Source: an optimization exercise on an open RTL-to-GDS flow (aim: small area and a short achievable clock period). Production flows keep margins and buffers that such runs may drop. Where RTL was checked, it was by simulation tests only, not by an equivalence proof against the original. Power is estimated from default activity; no workload was simulated.

Design ternary_matmul_top, start of the top module:
module ternary_matmul_top (
    input  logic       clk,
    input  logic       reset,
    input  logic [7:0] weights_in,
    input  logic [7:0] activations_in,
    input  logic       compute,
    output logic [7:0] result_out
);
    logic [9:0] row_en, row_neg;
    logic [7:0] act;
    logic clr, clr_prev, clr_head, cap, zero;
    ternary_pkg::acc_t [ternary_pkg::acc_count-1:0] acc_q;
    always_ff @(posedge clk) begin
        clr      <= reset || !compute;
        clr_prev <= clr;
        clr_head <= reset || !compute || clr;
        cap      <= !reset && !compute;
        zero     <= reset || (zero && compute);
    end
    input_stager u_input_stager (
        .clk            (clk),
        .reset          (reset),
        .compute        (compute),
        .weights_in     (weights_in),
        .activations_in (activations_in),
        .row_en         (row_en),
        .row_neg        (row_neg),
        .act            (act)
    );
  ...
For scale: roughly 2400 cells after synthesis, about 550 flip-flops, roughly 21000 um^2 of cells after synthesis.
export LEC_CHECK = 0
export ABC_AREA = 1
export CAP_MARGIN = 20
export CORE_MARGIN = 2
export CORE_UTILIZATION = 40
export SLEW_MARGIN = 20
create_clock -name core_clock -period 14.0 [get_ports {clk}]
run.sh (not shown) runs the stock make flow with config.mk's settings and CLKGATE_MAP_FILE= SYNTH_SCRIPT=/design/flow/synth_recipe.tcl, a recipe that flattens the netlist after the stock synthesis.
The first run produced a clean layout.
Change:
==> flow/flow/run.sh (new file) <==
#!/bin/bash
# Own layout flow: the standard steps, except that synthesis maps
# with an area-oriented ABC script (flow/abc_area.script, see
# flow/synth.tcl) and leaves out Yosys's full-adder extraction, and
# timing repair aims for more setup margin.
set -euo pipefail
export MY_ABC_SCRIPT=$PWD/flow/abc_area.script
bash standard.sh ADDER_MAP_FILE= SYNTH_SCRIPT=$PWD/flow/synth.tcl synth > synth.log 2>&1
bash standard.sh SETUP_SLACK_MARGIN=10 finish > layout.log 2>&1
==> flow/flow/abc_area.script (new file) <==
strash
dch
map -a
topo
==> flow/flow/synth.tcl (new file) <==
# The standard flow's synthesis script with ABC's mapping script replaced by the one
# named in MY_ABC_SCRIPT; everything else, registers included, is as in
# the standard synthesis.
proc synth {args} { yosys synth -nofsm -noshare {*}$args }
proc my_abc_args {name1 name2 op} {
  set i [lsearch -exact $::abc_args -script]
  if {$i >= 0 && [lindex $::abc_args [expr {$i + 1}]] ne $::env(MY_ABC_SCRIPT)} {
    set ::abc_args [lreplace $::abc_args [expr {$i + 1}] [expr {$i + 1}] $::env(MY_ABC_SCRIPT)]
  }
}
trace add variable ::abc_args write my_abc_args
source $::env(SCRIPTS_DIR)/synth.tcl
# left out here: clear keep_hierarchy, flatten, clean up, hide names made inside functions, write 1_2_yosys.v
==> flow/standard.sh (new file) <==
#!/bin/bash
# synth_recipe.tcl (not shown) runs the flow's synth.tcl, then flattens the netlist and writes it again
# the make line also repeats each setting of config.mk as NAME=value (left out here)
make -C /OpenROAD-flow-scripts/flow DESIGN_CONFIG=/design/flow/config.mk WORK_HOME=/design/flow/orfs CLKGATE_MAP_FILE= SYNTH_SCRIPT=/design/flow/synth_recipe.tcl "${@:-finish}"
--- a/flow/config.mk
+++ b/flow/config.mk
@@ -8 +7,0 @@
-export ABC_AREA = 1
@@ -11,0 +11 @@
+export CTS_BUF_LIST = sky130_fd_sc_hd__clkbuf_8
removed: flow/run.sh
- cell count grows by about 18%
- via count grows by about 24%
- clock skew is about the same
- final area grows by 11%
- wire length grows by 29%
- maximum frequency grows by 23%
Change:
==> flow/flow/abc_area.script (replaced) <==
strash
dch
map -D 2000
topo
stime
--- a/flow/config.mk
+++ b/flow/config.mk
@@ -11 +10,0 @@
-export CTS_BUF_LIST = sky130_fd_sc_hd__clkbuf_8
=> Die area climbs by 2.8%; clock power climbs by about 7%; worst setup slack gets better by 0.81 ns; flip-flop and latch count does not change; final cell count drops by 5.2%; synthesized cell count climbs by 2.0%.
No functional check of the RTL was part of any run of this note.


ternary_matmul_top again, from the RTL that the note above started with.
export LEC_CHECK = 0
export ABC_AREA = 1
export CAP_MARGIN = 20
export CORE_MARGIN = 2
export CORE_UTILIZATION = 40
export SLEW_MARGIN = 20
create_clock -name core_clock -period 14.0 [get_ports {clk}]
standard.sh (not shown) runs the stock make flow with config.mk's settings and CLKGATE_MAP_FILE= SYNTH_SCRIPT=/design/flow/synth_recipe.tcl, a recipe that flattens the netlist after the stock synthesis.
==> flow/flow/run.sh <==
#!/bin/bash
set -euo pipefail
bash standard.sh synth > synth.log 2>&1
bash standard.sh SETUP_SLACK_MARGIN=10 finish > layout.log 2>&1
The starting point produced a clean layout.
Change:
==> flow/flow/run.sh (replaced) <==
#!/bin/bash
# Own layout flow: the standard steps, with Yosys's full-adder
# extraction left out of synthesis and more setup margin for repair.
set -euo pipefail
bash standard.sh ADDER_MAP_FILE= synth > synth.log 2>&1
bash standard.sh SETUP_SLACK_MARGIN=10 finish > layout.log 2>&1
What happened: Global-route usage rose by 0.42 points; total power rose slightly; worst hold slack gets better by 16 ps.
No functional check of the RTL was part of any run of this note.


Setup of run A:
Another version of the RTL of ternary_matmul_top (not shown whole).
Size in the first run: roughly 20000 sq um of cells after synthesis.
clock: 14.0 ns
lec_check: 0
cap_margin: 20
core_margin: 2
core_utilization: 60
cts_cluster_diameter: 100
cts_cluster_size: 30
slew_margin: 20
==> flow/flow/run.sh <==
#!/bin/bash
# Own layout flow: the standard steps (standard.sh), except that
#  - synthesis leaves out Yosys's full-adder extraction (ADDER_MAP_FILE
#    empty) and maps with flow/abc_area.script, a delay-targeted ABC
#    mapping with area recovery, in place of ORFS's ABC script
#    (flow/synth.tcl swaps the script; the registers are unchanged);
#  - ports are buffered with buf_4 cells and timing repair aims for a
#    larger setup margin.
# Each step's full output goes to its own log file here.
set -euo pipefail
export MY_ABC_SCRIPT=$PWD/flow/abc_area.script
bash standard.sh ADDER_MAP_FILE= SYNTH_SCRIPT=$PWD/flow/synth.tcl synth > synth.log 2>&1
bash standard.sh SETUP_SLACK_MARGIN=10 "BUFFER_PORTS_ARGS=-buffer_cell sky130_fd_sc_hd__buf_4" finish > layout.log 2>&1
==> flow/flow/abc_area.script <==
strash
dc2
dch
map -D 2000
topo
stime
==> flow/flow/synth.tcl <==
# The standard flow's synthesis script with ABC's mapping script replaced by the one
# named in MY_ABC_SCRIPT; everything else, registers included, is as in
# the standard synthesis.
proc synth {args} { yosys synth -nofsm -noshare {*}$args }
proc my_abc_args {name1 name2 op} {
  set i [lsearch -exact $::abc_args -script]
  if {$i >= 0 && [lindex $::abc_args [expr {$i + 1}]] ne $::env(MY_ABC_SCRIPT)} {
    set ::abc_args [lreplace $::abc_args [expr {$i + 1}] [expr {$i + 1}] $::env(MY_ABC_SCRIPT)]
  }
}
trace add variable ::abc_args write my_abc_args
source $::env(SCRIPTS_DIR)/synth.tcl
# left out here: clear keep_hierarchy, flatten, clean up, hide names made inside functions, write 1_2_yosys.v
Setup changes, run A to run B
==> flow/flow/abc_area.script <==
strash
dc2
dch
map -D 2500
topo
stime
Results
From run A to run B the numbers moved as follows: die area has decreased, first-pass GRT wire length went down by 4.5%, number of vias in the routed layout now sits lower, area growth from synthesis to layout grew by 4.3 points, total power saw an increase. Going from run A to run B, global-route track usage on met2 shrinks by 0.32 points. For run A, the capture point of the worst path was u_readout_queue.result_out[4], unlike run B, where it was u_mac_array.acc_n[31]. Sequential-to-total area share from yosys stat: run B vs run A up 1.6 points.
Inputs modified between run B and run C:
==> flow/flow/abc_area.script <==
strash
dc2
dch
map -D 2250
topo
stime
## What came out
Compared run C vs run B, and setup slack of the critical path after layout is down in run C. Portion of total power attributed to sequential cells: lower on run B. Of the two values seen for end point of the critical path, u_mac_array.acc_n[31] was produced by run B and result_out[0] by run C. Taking run B as the reference, in run C critical path depth went down by 16, placed instance area picked up an extra 0.84%.
No functional check of the RTL was part of any run of this note.


Another version of the RTL of ternary_matmul_top (not shown whole).
Size: ~2300 cells after synthesis, about 27 I/O pins, roughly 0.020 sq mm of cells after synthesis.
Settings: LEC_CHECK=0, CAP_MARGIN=20, CORE_MARGIN=2, CORE_UTILIZATION=50, CTS_CLUSTER_DIAMETER=100, CTS_CLUSTER_SIZE=30, SLEW_MARGIN=20; clock period 14.0 ns.
==> flow/flow/abc_area.script <==
strash
dc2
dch
map -D 2250
topo
stime
Scripts as last shown in full above: flow/flow/run.sh, flow/flow/synth.tcl
Change:
==> flow/flow/abc_area.script (replaced) <==
strash
dch
map -D 1750
topo
stime
--- a/flow/config.mk
+++ b/flow/config.mk
@@ -10 +10 @@
-export CORE_UTILIZATION = 50
+export CORE_UTILIZATION = 40
Utilization shrinks by 12 points; clock skew grows by 0.0068 ns; non-clock buffer count grows by 1; first-iteration DRC count grows by 72%.
Change:
==> flow/flow/abc_area.script (replaced) <==
strash
dc2
dch
map -D 2250
topo
stime
--- a/flow/config.mk
+++ b/flow/config.mk
@@ -10 +10,2 @@
-export CORE_UTILIZATION = 40
+export CORE_UTILIZATION = 60
+export CTS_BUF_LIST = sky130_fd_sc_hd__clkbuf_8
@@ -12 +13 @@
-export CTS_CLUSTER_SIZE = 30
+export CTS_CLUSTER_SIZE = 20
The new run finished with timing, DRC and antenna clean.
Power drops by a few percent.
Register-to-register slack loses 0.10 ns.
Via count is lower by about a fifth.
Clock power goes down by about a fifth.
Combinational power fell by roughly a tenth.


job 104:
Starting RTL as in the previous note.
// ternary_matmul_top
module ternary_matmul_top (
    input  logic       clk,
    input  logic       reset,
    input  logic [7:0] weights_in,
    input  logic [7:0] activations_in,
    input  logic       compute,
    output logic [7:0] result_out
);
    logic [9:0] row_pos, row_neg;
    logic [7:0] act;
    logic clr, clr_prev, clr_head, cap, zero;
    ternary_pkg::acc_t [ternary_pkg::acc_count-1:0] acc_q;
    always_ff @(posedge clk) begin
        clr      <= reset || !compute;
        clr_prev <= clr;
        clr_head <= reset || !compute || clr;
        cap      <= !reset && !compute;
        zero     <= reset || (zero && compute);
    end
    input_stager u_input_stager (
        .clk            (clk),
        .reset          (reset),
        .compute        (compute),
        .weights_in     (weights_in),
        .activations_in (activations_in),
        .row_pos         (row_pos),
        .row_neg        (row_neg),
        .act            (act)
    );
    mac_array u_mac_array (
        .clk      (clk),
        .clr_head (clr_head),
        .row_pos   (row_pos),
        .row_neg  (row_neg),
        .act      (act),
        .acc_q    (acc_q)
    );
    readout_queue u_readout_queue (
        .clk        (clk),
        .reset      (reset),
        .compute    (compute),
        .clr        (clr),
        .clr_prev   (clr_prev),
        .cap        (cap),
        .zero       (zero),
        .acc_q      (acc_q),
        .result_out (result_out)
    );
endmodule
clock: 14.0 ns
lec_check: 0
cap_margin: 20
core_margin: 2
core_utilization: 60
cts_buf_list: sky130_fd_sc_hd__clkbuf_8 sky130_fd_sc_hd__clkbuf_16
cts_cluster_diameter: 100
cts_cluster_size: 30
slew_margin: 20
==> flow/flow/abc_area.script <==
strash
dc2
dch
map -D 2250
topo
stime
Scripts as last shown in full above: flow/flow/run.sh, flow/flow/synth.tcl
### job 104 -> job 102
Settings: CORE_UTILIZATION now 40, was 60; CTS_BUF_LIST no longer set, was sky130_fd_sc_hd__clkbuf_8 sky130_fd_sc_hd__clkbuf_16.
### Flow results
- Job 102 gives more total power than job 104 did.
- Re wire length: job 104 and job 102 aren't equal, and the higher value belongs to job 102.
- Looking at global-route usage, job 102 sits 6.8 points lower than job 104 does.
- Final cell count (job 104 / job 102): 0.926
- Setup slack: job 102 less than job 104
- Worst slack at placement on job 102 is down relative to job 104.


oak:
Starting RTL as in the previous note.
clock: 14.0 ns
lec_check: 0
cap_margin: 20
core_margin: 2
core_utilization: 60
cts_cluster_diameter: 100
cts_cluster_size: 30
gpl_timing_driven: 1
slew_margin: 20
Scripts as last shown in full above: flow/flow/run.sh, flow/flow/abc_area.script, flow/flow/synth.tcl
[inputs] pine vs oak
- GPL_TIMING_DRIVEN: 1 -> unset
-- flow/flow/run.sh --
<<< oak, line 11
export MY_ABC_SCRIPT=$PWD/flow/abc_area.script
bash standard.sh ADDER_MAP_FILE= SYNTH_SCRIPT=$PWD/flow/synth.tcl synth > synth.log 2>&1
bash standard.sh SETUP_SLACK_MARGIN=10 "BUFFER_PORTS_ARGS=-buffer_cell sky130_fd_sc_hd__buf_4" finish > layout.log 2>&1
>>> pine, line 11
export MY_ABC_SCRIPT=$PWD/flow/abc_area.script
bash standard.sh ADDER_MAP_FILE= SYNTH_SCRIPT=$PWD/flow/synth.tcl synth > synth.log 2>&1
bash standard.sh SETUP_SLACK_MARGIN=10.1 "BUFFER_PORTS_ARGS=-buffer_cell sky130_fd_sc_hd__buf_4" finish > layout.log 2>&1
Maximum single-stage delay on the critical path of pine is on par with oak. On worst setup slack for register-to-register paths, the higher figure sits with pine, not oak. Delta (pine minus oak): share of total power in combinational logic went up 0.2 points; total wire length now larger; post-route worst hold slack neither gained nor lost much.

[static timing again, ports no longer ideal]
How much do the figures lean on ideal ports? The routed layouts below were timed once more, with nothing changed but the port constraints. Step 1 assumes that a clkbuf_16 drives the clock port and a buf_2 every other input. Step 2 moves the port delays by t, midway between the first and last clock arrival at a register: inputs arrive t later, outputs are due t later. That takes back most of the time a late clock gives input paths. a / b / c = no drivers / after step 1 / after step 2; a / b = the first two.
run	t (ns)	slack for setup (ns)	worst setup path at the end	worst slew at a driven data input, ns	pins driven straight from the clock port
the first run of note 1	0.647	8.159 / 8.159 / 8.086	input to register	0.04	1
the second run of note 1	0.708	9.243 / 9.243 / 9.243	register to register	0.04	1
the third run of note 1	0.655	10.049 / 9.995 / 9.516	input to register	0.06	1
the first run of note 2	0.655	9.291 / 9.291 / 9.291	register to register	0.03	1
the second run of note 2	0.665	10.100 / 10.044 / 9.501	input to register	0.04	1
run A	0.591	10.169 / 10.139 / 9.603	input to register	0.04	1
run B	0.598	10.194 / 10.154 / 9.674	input to register	0.03	1
run C	0.599	10.184 / 10.131 / 9.754	input to register	0.06	1
the first run of note 4	0.600	10.202 / 10.146 / 9.815	input to register	0.03	1
the second run of note 4	0.625	10.174 / 10.116 / 9.685	input to register	0.04	1
the third run of note 4	0.682	10.097 / 10.045 / 9.600	input to register	0.03	1
job 104	0.589	10.203 / 10.150 / 9.736	input to register	0.03	1
job 102	0.621	10.174 / 10.113 / 9.696	input to register	0.07	1
oak	0.589	10.202 / 10.149 / 9.739	input to register	0.03	1
pine	0.589	10.191 / 10.137 / 9.747	input to register	0.03	1
After both steps setup and hold are still met in every run listed. The setup slack of the second run of note 2, which loses most, moves by -0.056 ns with the drivers and by -0.599 ns with both steps.
